What follows belongs to an exercise in optimizing a design on an open flow for small area, a short achievable clock period and few clock cycles per item; a production flow would make more cautious choices. The RTL was checked by simulation tests, not by an equivalence proof against the original design. Power figures rest on the tool's default switching activity, not on a simulated workload.

==> flow/design.v, too long to show whole: its modules and the start of the top module <==
// module srtc_useq: 31 lines
// module srtc_ramp: 127 lines
// module srtc_dpath: 214 lines
// module srtc_booth_sel: 14 lines
// module srtc_booth_sel_c: 15 lines
// module srtc_mul_cs: 540 lines
// module servo_ramp_trigger_controller_unit: 87 lines
module servo_ramp_trigger_controller_unit (
   input  wire         clock,
   input  wire         reset,
   input  wire         req_tvalid,
   output logic        req_tready,
   input  wire  [55:0] req_tdata,
   output logic        rsp_tvalid,
   input  wire         rsp_tready,
   output logic [31:0] rsp_tdata,
   input  wire         csr_valid,
   output logic        csr_ready,
   input  wire  [7:0]  csr_index,
   input  wire  [10:0] csr_data
);
  // ...
==> flow/flow/run.sh <==
#!/bin/bash
# The standard layout with two changes: the port buffers are plain
# sky130_fd_sc_hd__buf_1 cells (every port still gets one), and one netlist
# clean-up runs between synthesis and floorplan: flow/polarity.py removes
# inverters between full adders by choosing each full adder's polarity
# (registers and all other cells stay as the standard synthesis made them).
# Each tool's output goes to its own log.
set -u
cp standard.sh standard_sh_copy.txt
bash standard.sh synth > std_synth.log 2>&1 || exit 1
R=orfs/results/${FLOW_PLATFORM}/servo_ramp_trigger_controller_unit/base
cp $R/1_2_yosys.v yosys_netlist_before_polarity.v
if python3 flow/polarity.py $R/1_2_yosys.v polarity_out.v > polarity.log 2>&1; then
   cp polarity_out.v $R/1_2_yosys.v
   touch $R/1_2_yosys.v
fi
export BUFFER_PORTS_ARGS="-buffer_cell sky130_fd_sc_hd__buf_1"
bash standard.sh "BUFFER_PORTS_ARGS=-buffer_cell sky130_fd_sc_hd__buf_1" finish > std_finish.log 2>&1 || exit 1
==> flow/flow/polarity.py <==
#!/usr/bin/env python3
"""Netlist clean-up after synthesis: removes inverters that sit between
full-adder cells by choosing, per full adder, whether it works on true or
complemented signals. A full adder is self-dual (inverting all three inputs
inverts both outputs), so flipping one moves the inversions from its inputs
to its outputs. Only combinational wiring changes; every other cell and
every register stays as synthesis made it.

usage: polarity.py IN.v OUT.v
"""
import re
import sys
import random

INV = 'sky130_fd_sc_hd__inv_1'


def parse(text):
    m = re.search(r'\bmodule\s+(\S+)\s*\((.*?)\);', text, re.S)
    head_end = m.end()
    end = text.rindex('endmodule')
    body = text[head_end:end]
    items = []  # ('cell', typ, name, [(pin, net)]) or ('text', str)
    pos = 0
    cell_re = re.compile(r'\s*(sky130_fd_sc_hd__\w+)\s+(\S+)\s*\((.*?)\);', re.S)
    stmt_re = re.compile(r'\s*(.*?;)', re.S)
    while pos < len(body):
        if body[pos:].strip() == '':
            break
        cm = cell_re.match(body, pos)
        if cm:
            pins = [(p, n.strip()) for p, n in
                    re.findall(r'\.(\w+)\s*\(\s*((?:[^()]|\([^()]*\))*?)\s*\)', cm.group(3))]
            items.append(['cell', cm.group(1), cm.group(2), pins])
            pos = cm.end()
            continue
        sm = stmt_re.match(body, pos)
        items.append(['text', sm.group(1)])
        pos = sm.end()
    return text[:head_end], items, text[end:]


OUT_PINS = {'X', 'Y', 'Q', 'Q_N', 'SUM', 'COUT', 'HI', 'LO'}


def main():
    src, dst = sys.argv[1], sys.argv[2]
    text = open(src).read()
    head, items, tail = parse(text)
    # nets named in plain statements (assigns, declarations of ports) are fixed
    fixed_use = set()
    ports = set()
    for it in items:
        if it[0] == 'text':
            s = it[1]
            if s.startswith('assign'):
                for tok in re.findall(r'(\\\S+\s*(?:\[\d+\])?|[A-Za-z_][\w$.]*(?:\s*\[\d+\])?)', s[6:]):
                    fixed_use.add(re.sub(r'\s+', ' ', tok.strip()))
            elif s.startswith('output') or s.startswith('input'):
                for tok in re.findall(r'(\\\S+|[A-Za-z_][\w$.]*)\s*;', s):
                    ports.add(tok)
    def norm(n):
        return re.sub(r'\s+', ' ', n)
    def is_port(n):
        base = n.split('[')[0].strip()
        return base in ports
    cells = [it for it in items if it[0] == 'cell']
    driver = {}
    loads = {}
    for ci, c in enumerate(cells):
        for p, n in c[3]:
            n = norm(n)
            if p in OUT_PINS:
                driver[n] = ci
            else:
                loads.setdefault(n, []).append((ci, p))
    # removable inverters: output used only by cell inputs (no port, no assign)
    removable = {}
    for ci, c in enumerate(cells):
        if c[1] != INV:
            continue
        pins = dict((p, norm(n)) for p, n in c[3])
        a, y = pins['A'], pins['Y']
        if y in fixed_use or is_port(y) or a in fixed_use or is_port(a):
            continue
        if not loads.get(y):
            continue
        removable[ci] = (a, y)
    inv_out = {y: (ci, a) for ci, (a, y) in removable.items()}

    def root(n):
        par = 0
        seen = 0
        while n in inv_out and seen < 100:
            n = inv_out[n][1]
            par ^= 1
            seen += 1
        return n, par

    fa = [ci for ci, c in enumerate(cells) if c[1].startswith('sky130_fd_sc_hd__fa_')]
    is_fa = set(fa)
    # edges: for each root net, list of (sink cell, pin, parity)
    sinks = {}
    for ci, c in enumerate(cells):
        if ci in removable:
            continue
        for p, n in c[3]:
            if p in OUT_PINS:
                continue
            r, par = root(norm(n))
            sinks.setdefault(r, []).append((ci, p, par))
    flip = {f: 0 for f in fa}

    def net_cost(r):
        d = driver.get(r)
        fd = flip.get(d, 0) if d is not None else 0
        need = set()
        for ci, p, par in sinks.get(r, []):
            want = par ^ (flip.get(ci, 0))
            need.add(want ^ fd)
        extra = 0
        # ports / assigns read the net as is
        if r in fixed_use or is_port(r):
            need.add(fd)
        return 1 if 1 in need else 0

    def nets_of(f):
        c = cells[f]
        s = set()
        for p, n in c[3]:
            if p in OUT_PINS:
                s.add(norm(n))
            else:
                s.add(root(norm(n))[0])
        return s

    fa_nets = {f: nets_of(f) for f in fa}
    before = sum(net_cost(r) for r in set(sinks) | set(driver))
    improved = True
    rounds = 0
    while improved and rounds < 50:
        improved = False
        rounds += 1
        for f in fa:
            ns = fa_nets[f]
            c0 = sum(net_cost(r) for r in ns)
            flip[f] ^= 1
            c1 = sum(net_cost(r) for r in ns)
            if c1 < c0:
                improved = True
            else:
                flip[f] ^= 1
    after = sum(net_cost(r) for r in set(sinks) | set(driver))
    # rebuild
    new_cells = []
    inv_name = {}
    new_wires = []
    k = 0

    def inverted(r):
        nonlocal k
        if r not in inv_name:
            k += 1
            w = f'_pol_n{k}_'
            inv_name[r] = w
            new_wires.append(w)
            new_cells.append(['cell', INV, f'_pol_i{k}_', [('A', r), ('Y', w)]])
        return inv_name[r]

    out_items = []
    for it in items:
        if it[0] != 'cell':
            out_items.append(it)
            continue
    rebuilt = []
    for ci, c in enumerate(cells):
        if ci in removable:
            continue
        pins = []
        for p, n in c[3]:
            if p in OUT_PINS:
                pins.append((p, n))
                continue
            r, par = root(norm(n))
            d = driver.get(r)
            fd = flip.get(d, 0) if d is not None else 0
            want = par ^ flip.get(ci, 0)
            if want ^ fd:
                pins.append((p, inverted(r)))
            else:
                pins.append((p, r))
        rebuilt.append(['cell', c[1], c[2], pins])
    # nets read by ports/assigns whose driver flipped
    fix_assigns = []
    for r, d in driver.items():
        if flip.get(d, 0) and (r in fixed_use or is_port(r)):
            raise SystemExit(f'flipped driver feeds a port/assign: {r}')
    lines = [head]
    for w in new_wires:
        lines.append(f'  wire {w};')
    for it in items:
        if it[0] == 'text':
            lines.append('  ' + it[1])
    for c in rebuilt + new_cells:
        pins = ',\n'.join(f'    .{p}({n} )' if n.startswith('\\') else f'    .{p}({n})'
                           for p, n in c[3])
        lines.append(f'  {c[1]} {c[2]} (\n{pins}\n  );')
    lines.append(tail)
    open(dst, 'w').write('\n'.join(lines))
    nflip = sum(flip.values())
    sys.stderr.write(f'polarity: {len(fa)} full adders, {nflip} flipped, '
                     f'inverters removed {len(removable)}, added {len(new_cells)}\n')


if __name__ == '__main__':
    main()
==> flow/standard.sh <==
#!/bin/bash
# synth_recipe.tcl (not shown) runs the flow's synth.tcl, then flattens the netlist and writes it again
# the make line also repeats each setting of config.mk as NAME=value (left out here)
make -C /OpenROAD-flow-scripts/flow DESIGN_CONFIG=/design/flow/config.mk WORK_HOME=/design/flow/orfs CLKGATE_MAP_FILE= SYNTH_SCRIPT=/design/flow/synth_recipe.tcl "${@:-finish}"
==> flow/config.mk <==
export PLATFORM = sky130hd
export DESIGN_NAME = servo_ramp_trigger_controller_unit
export DESIGN_NICKNAME = servo_ramp_trigger_controller_unit
export VERILOG_FILES = /design/flow/design.v
export SDC_FILE = /design/flow/constraint.sdc
export NUM_CORES = 4
export LEC_CHECK = 0
export ABC_AREA = 1
export CAP_MARGIN = 20
export CORE_MARGIN = 2
export CORE_UTILIZATION = 40
export CTS_BUF_LIST = sky130_fd_sc_hd__clkbuf_4 sky130_fd_sc_hd__clkbuf_8
export SETUP_SLACK_MARGIN = 5
export SLEW_MARGIN = 20
export SYNTH_HIERARCHICAL = 1
==> flow/constraint.sdc <==
create_clock -name core_clock -period 9.5 [get_ports {clock}]
set_input_delay 1.9000 -clock core_clock [delete_from_list [all_inputs] [get_ports {clock}]]
set_output_delay 1.9000 -clock core_clock [all_outputs]
set_load 0.01 [all_outputs]
==> results.sh, run 1 <==
export IMPL_fin_setup_tns_ns=0
export IMPL_fmax_mhz=221.5
export IMPL_worst_r2r_cell_count=13
export IMPL_n_antenna_cell=1
export IMPL_fin_area_sq_mm=0.03567
export IMPL_met3WireLength_mm=5.896
export IMPL_holdPathEnd="u_dpath.rsp_ramp_state[2]"
export IMPL_cp_end_kind="primary output"
export IMPL_hold_ws_ns=0.4119
export IMPL_cts_sinks=360
export IMPL_cts_tree="done"
export IMPL_endpoint="csr_ready"
export IMPL_multi_input_area_sq_mm=0.02013
export IMPL_drt_met1_wl_mm=41.24
export IMPL_cellPowerDensity_mw_per_mm2=393.4
export IMPL_maxCapViolCount=0
export IMPL_n_all_inverters=507
export IMPL_dr_max_layer_used="met5"
export IMPL_r2r_start="u_dpath.rq3_ff[3]"
export IMPL_drtPass1Iterations=6
export IMPL_sh_seq_area_pct=28.29
export IMPL_postSynthAreaPerCell_sq_um=8.464
export IMPL_finalMaxSlewViolations=0
export IMPL_bufAreaShareNonClock_pct=1.771
export IMPL_dp_cells=4953
export IMPL_ir_worst_vdd_mv=0.3061
export IMPL_outcome="no timing/DRC/antenna violations"
export IMPL_pg_clk_uw=1650
export IMPL_p_leak_uw=0.01574
export IMPL_min_path_cells=0
export IMPL_grt_util_met1_pct=28.85
export IMPL_routed_wl_mm=90.98
export IMPL_nFillCells=8327
Testbench counts, summed over its fixed seeds: cycles 8,160, items 8,000.
==> run 2: changes to the inputs <==
--- a/flow/config.mk
+++ b/flow/config.mk
@@ -9,7 +9,10 @@
 export CAP_MARGIN = 20
 export CORE_MARGIN = 2
 export CORE_UTILIZATION = 40
-export CTS_BUF_LIST = sky130_fd_sc_hd__clkbuf_4 sky130_fd_sc_hd__clkbuf_8
+export CTS_BUF_LIST = sky130_fd_sc_hd__clkbuf_8 sky130_fd_sc_hd__clkbuf_16
+export CTS_CLUSTER_DIAMETER = 80
+export CTS_CLUSTER_SIZE = 36
+export PLACE_DENSITY = 0.72
 export SETUP_SLACK_MARGIN = 5
 export SLEW_MARGIN = 20
 export SYNTH_HIERARCHICAL = 1
==> results.sh, run 2 <==
export IMPL_fp_dieH_um=294.9
export IMPL_finalSetupViolations=0
export IMPL_ys_warn_count=10
export IMPL_slowest_stage="buf_2"
export IMPL_io_buffers=98
export IMPL_viasPerCell=5.434
export IMPL_arrival_ns=2.54
export IMPL_core_region_area_sq_mm=0.08369
export IMPL_initial_core_util_pct=40.45
export IMPL_grt_pass1_wl_mm=137.0
export IMPL_hold_ws_ns=0.4111
export IMPL_period_minus_slack_ns=4.440
export IMPL_outcome="no timing/DRC/antenna violations"
export IMPL_num_vias=27215
export IMPL_total_power_uw=13700
export IMPL_antenna_found_initial=0
export IMPL_dieWidth_um=294.9
export IMPL_cts_sinks=360
export IMPL_cts_hold_buffers_added=0
export IMPL_layout_common_cells="nand2_1 (819), inv_1 (477), o21ai_0 (305)"
export IMPL_cpPeakStageDelay_ns=0.19
export IMPL_fin_setup_tns_ns=0
export IMPL_drtPass1Iterations=6
export IMPL_fin_skew_ns=0.05377
export IMPL_fmax_mhz=225.2
export IMPL_critPathKind="input pin to primary output"
export IMPL_ant_nets=0
export IMPL_cts_made_buffers=28
export IMPL_gr_total_overflow=0
export IMPL_clock_path_buffers=3
export IMPL_synth_cells=4000
export IMPL_dieArea_sq_mm=0.08698
export IMPL_grt_use_total_pct=19.52
export IMPL_place_congestion=0.9349
export IMPL_nFillCells=8246
export IMPL_path_clk_slew_ns=0.10
export IMPL_worst_slew_pin_slew_ns=1.161
export IMPL_grt_pass1_vias=25103
export IMPL_hold_path_class="flip-flop to flip-flop"
export IMPL_postSynthAreaPerCell_sq_um=8.464
export IMPL_cp_required_ns=7.60
export IMPL_cp_max_fo=25
export IMPL_p_leak_uw=0.01553
export IMPL_crit_chain="buf_1, buf_12, inv_8, buf_2"
export IMPL_cts_root_buffer="clkbuf_16"
export IMPL_ctsHtreeMaxLevel=1
export IMPL_hold_violations=0
export IMPL_dp_hpwl_mm=65.21
export IMPL_ir_worst_vdd_mv=0.3250
export IMPL_finalCritPeriodShare_pct=46.74
export IMPL_maxCapViolCount=0
export IMPL_insertion_delay_ns=0.63
export IMPL_drive_gt1_share_pct=5.240
export IMPL_crit_path_start_kind="input pin"
export IMPL_cp_end_kind="primary output"
export IMPL_cts_tree="done"
export IMPL_finalMaxSlewViolations=0
export IMPL_slew_headroom_pct=22.31
export IMPL_drtIter0Drc=2556
export IMPL_syn_area_sq_mm=0.03385
export IMPL_rsz0062_at_grt="yes"
export IMPL_nets=4408
export IMPL_ios=115
export IMPL_crit_start="reset"
export IMPL_cellPowerDensity_mw_per_mm2=387.5
export IMPL_n_antenna_cell=0
export IMPL_rows=106
export IMPL_hold_path_startpoint="u_dpath.state4_ff[2]"
export IMPL_fin_util_pct=42.23
export IMPL_wire_per_inst_um=17.19
export IMPL_syn_nets=4556
export IMPL_grt_max_degree=81
export IMPL_routed_wl_mm=86.10
export IMPL_final_common_cell="nand2_1"
export IMPL_drc_errors=0
export IMPL_r2r_start="pulse_span_us_ff[7]"
export IMPL_syn_to_final_growth_pct=4.402
==> run 2: cell types whose count changed in the layout (fill, tap and decap cells not counted), sizes merged <==
cell	change
diode	-1
clkinvlp	-5
clkbuf	-65
buf	-5
bufinv	-4
inv	+10
clkinv	-5
==> run 2: worst paths after layout <==
check / end / slack [ns] / cells after the start
worst max register to register: u_dpath.rpb2_ff[10] / 5.24 / 8
worst min-delay path: u_dpath.rsp_ramp_state[2] / 0.41 / 0
worst max-delay path: csr_ready / 5.06 / 4
worst min register to register: u_dpath.rsp_ramp_state[2] / 0.41 / 0
==> run 2: per-stage QoR <==
step / cells / instance area, sq um / setup WS (ns)
after floorplan: 4000 / 33880 / 4.075
after global placement: 4951 / 34030 / 4.290
after detailed placement: 4951 / 34030 / 4.260
after CTS: 5006 / 35280 / 4.946
after global routing: 5008 / 35350 / 4.982
final: 5008 / 35350 / 5.060
==> run 2: power breakdown <==
group	internal [uW]	switching [uW]	total [uW]
sequential	2690	326	3020
combinational	3600	5640	9240
clock	681	760	1440
total	6970	6730	13700
==> run 2: layer usage <==
metal	global-route usage, %	share of wire [%]	up-vias
met5	0	0	-
met4	6.147	3.2	0
met3	2.692	8.3	165
met2	30.92	44	1233
met1	27.59	44	12676
li1	-	-	13141
==> run 2: cell type report <==
cell class | instances | area, sq um | area share [%]
multi-input cells | 2829 | 20110 | 56.89
clock inverters | 21 | 417.9 | 1.182
well taps | 1134 | 1419 | 4.014
inverters | 507 | 1938 | 5.483
clock buffers | 31 | 775.7 | 2.195
repair buffers | 126 | 596.8 | 1.689
flip-flops and latches | 360 | 10090 | 28.55
==> run 2: what timing repair did <==
item / in CTS / in global routing
resized for setup: 9 / 15
pin swaps: 1 / 4
buffers inserted: 0 / 2
cloned: 3 / 0
setup endpoints to repair: 7 / 13
==> run 2: worst max-delay path, delay by kind of cell <==
kind / cells / cell delay [ns]
buf+inv: 4 / 0.61
==> run 3: changes to the inputs <==
--- a/flow/config.mk
+++ b/flow/config.mk
@@ -12,7 +12,6 @@
 export CTS_BUF_LIST = sky130_fd_sc_hd__clkbuf_8 sky130_fd_sc_hd__clkbuf_16
 export CTS_CLUSTER_DIAMETER = 80
 export CTS_CLUSTER_SIZE = 36
-export PLACE_DENSITY = 0.72
 export SETUP_SLACK_MARGIN = 5
 export SLEW_MARGIN = 20
 export SYNTH_HIERARCHICAL = 1
==> results.sh, run 3 <==
export IMPL_routed_wl_mm=89.75
export IMPL_path_clk_slew_ns=0.10
export IMPL_fp_dieH_um=294.9
export IMPL_fin_setup_tns_ns=0
export IMPL_cpPeakStageDelay_ns=0.18
export IMPL_multi_input_area_sq_mm=0.02013
export IMPL_dp_cells=4953
export IMPL_rsz0062_at_grt="no"
export IMPL_p_leak_uw=0.01550
export IMPL_fin_skew_ns=0.04909
export IMPL_core_region_area_sq_mm=0.08369
export IMPL_initial_core_util_pct=40.45
export IMPL_hold_path_class="flip-flop to flip-flop"
export IMPL_slowest_stage="buf_1"
export IMPL_hold_violations=0
export IMPL_antenna_found_initial=0
export IMPL_cellPowerDensity_mw_per_mm2=388.6
export IMPL_grt_pass1_vias=25440
export IMPL_ys_warn_count=10
export IMPL_syn_area_sq_mm=0.03385
export IMPL_syn_nets=4556
export IMPL_grt_pass1_wl_mm=142.9
export IMPL_ir_worst_vdd_mv=0.3031
export IMPL_io_buffers=98
export IMPL_layout_common_cells="nand2_1 (818), inv_1 (478), o21ai_0 (305)"
export IMPL_nets=4412
export IMPL_ios=115
export IMPL_slew_headroom_pct=22.52
export IMPL_cts_sinks=360
export IMPL_cp_end_kind="primary output"
export IMPL_grt_use_total_pct=20.64
export IMPL_worst_slew_pin_slew_ns=1.158
export IMPL_rows=106
export IMPL_syn_to_final_growth_pct=4.243
export IMPL_cp_common_cell="buf_1"
export IMPL_cp_num_buf_inv=4
export IMPL_arrival_ns=2.56
export IMPL_cts_tree="done"
export IMPL_nFillCells=8332
export IMPL_regArea_sq_mm=0.01009
export IMPL_cp_required_ns=7.60
export IMPL_num_vias=26658
export IMPL_ant_nets=0
export IMPL_crit_chain="buf_1, buf_12, inv_12, buf_1"
export IMPL_drc_errors=0
export IMPL_crit_path_start_kind="input pin"
export IMPL_fmax_mhz=224.1
export IMPL_wire_per_inst_um=17.91
export IMPL_dp_hpwl_mm=67.65
export IMPL_dieWidth_um=294.9
export IMPL_period_minus_slack_ns=4.461
export IMPL_insertion_delay_ns=0.62
export IMPL_final_common_cell="nand2_1"
export IMPL_grt_max_degree=69
export IMPL_critPathKind="input pin to primary output"
export IMPL_layout_cells_non_filler=5011
export IMPL_drtPass1Iterations=6
export IMPL_cp_max_fo=25
export IMPL_postSynthAreaPerCell_sq_um=8.464
export IMPL_dieArea_sq_mm=0.08698
export IMPL_cts_root_buffer="clkbuf_16"
export IMPL_cts_hold_buffers_added=0
export IMPL_finalCritPeriodShare_pct=46.96
export IMPL_maxCapViolCount=0
export IMPL_cts_made_buffers=27
export IMPL_ctsHtreeMaxLevel=1
export IMPL_outcome="no timing/DRC/antenna violations"
export IMPL_gr_total_overflow=0
export IMPL_finalMaxSlewViolations=0
export IMPL_synth_cells=4000
export IMPL_drive_gt1_share_pct=5.210
export IMPL_drtIter0Drc=2432
export IMPL_viasPerCell=5.320
export IMPL_place_congestion=0.9097
export IMPL_critical_path_top_delay_family="buffers and inverters"
export IMPL_n_antenna_cell=0
export IMPL_clock_path_buffers=3
export IMPL_finalSetupViolations=0
run 3: path summary, 6_finish.rpt:
check	slack [ns]	end	cells after the start	start
worst min register to register	0.43	u_dpath.rsp_phase[9]	0	u_dpath.phase4_ff[9]
worst max-delay path	5.04	csr_ready	4	reset
worst min-delay path	0.43	u_dpath.rsp_phase[9]	0	u_dpath.phase4_ff[9]
worst max register to register	5.28	u_dpath.pl4_ff[7]	11	u_dpath.rq3_ff[5]
run 3: layer usage:
metal,up-vias,track usage (%),wire (um)
met2,905,33.68,40960
li1,13132,-,-
met3,141,2.783,5694
met5,-,0.3880,41
met1,12478,28.74,40630
met4,2,5.488,2428
run 3: layout make-up:
type | count | share of cell area, %
Timing Repair Buffer | 131 | 1.790
Clock buffer | 27 | 1.914
Inverter | 507 | 5.492
Tap cell | 1134 | 4.020
Clock inverter | 23 | 1.156
Multi-Input combinational cell | 2829 | 57.04
Sequential cell | 360 | 28.59
run 3: where the power goes:
group	internal [uW]	total [uW]	switching (uW)
Combinational	3630	9360	5730
Sequential	2690	3020	328
Clock	603	1330	732
run 3: stage by stage:
stage	power, uW	worst slack, ns	instance area [sq um]	hold WS, ns	utilization (%)
2_1_floorplan	11300	4.075	33880	0.4003	-
3_3_place_gp	12170	4.228	34040	0.4011	40.67
3_5_place_dp	12310	4.193	34040	0.4045	40.67
4_1_cts	13730	4.982	35200	0.4302	42.07
5_1_grt	15370	5.000	35290	0.4344	42.17
6_report	13710	5.039	35290	0.4272	42.17
run 3: what timing repair did:
item | 4_1_cts | 5_1_grt
resized for setup | 8 | 19
buffers inserted | 2 | 2
setup endpoints to repair | 8 | 16
pin swaps | 3 | 5
cloned | 3 | 0

[static timing again, ports no longer ideal]
The flow's constraints put no driver on any port. The routed layouts listed below were extracted and timed again, unchanged, in two steps.
Step 1 assumes that a clkbuf_16 drives the clock port and a buf_2 every other input.
Step 2 times the ports against the registers' clock, not the clock port: input delays grow and output delays shrink by t, the midpoint of the rising clock arrivals with the driver on.
Slacks: ideal / step 1 / step 2; pairs: ideal / step 1.
run	t, ns	slack for setup (ns)	worst setup path at the end	worst slew at a driven data input, ns	pins driven straight from the clock port
run 1	0.719	4.984 / 4.959 / 4.959	input to output	0.04	1
run 2	0.672	5.060 / 5.039 / 4.895	input to register	0.10	1
run 3	0.659	5.039 / 5.016 / 5.016	input to output	0.04	1
After both steps setup and hold are still met in every run listed. For run 2, which loses most, drivers alone change the setup slack by -0.021 ns; drivers and shift together by -0.165 ns.
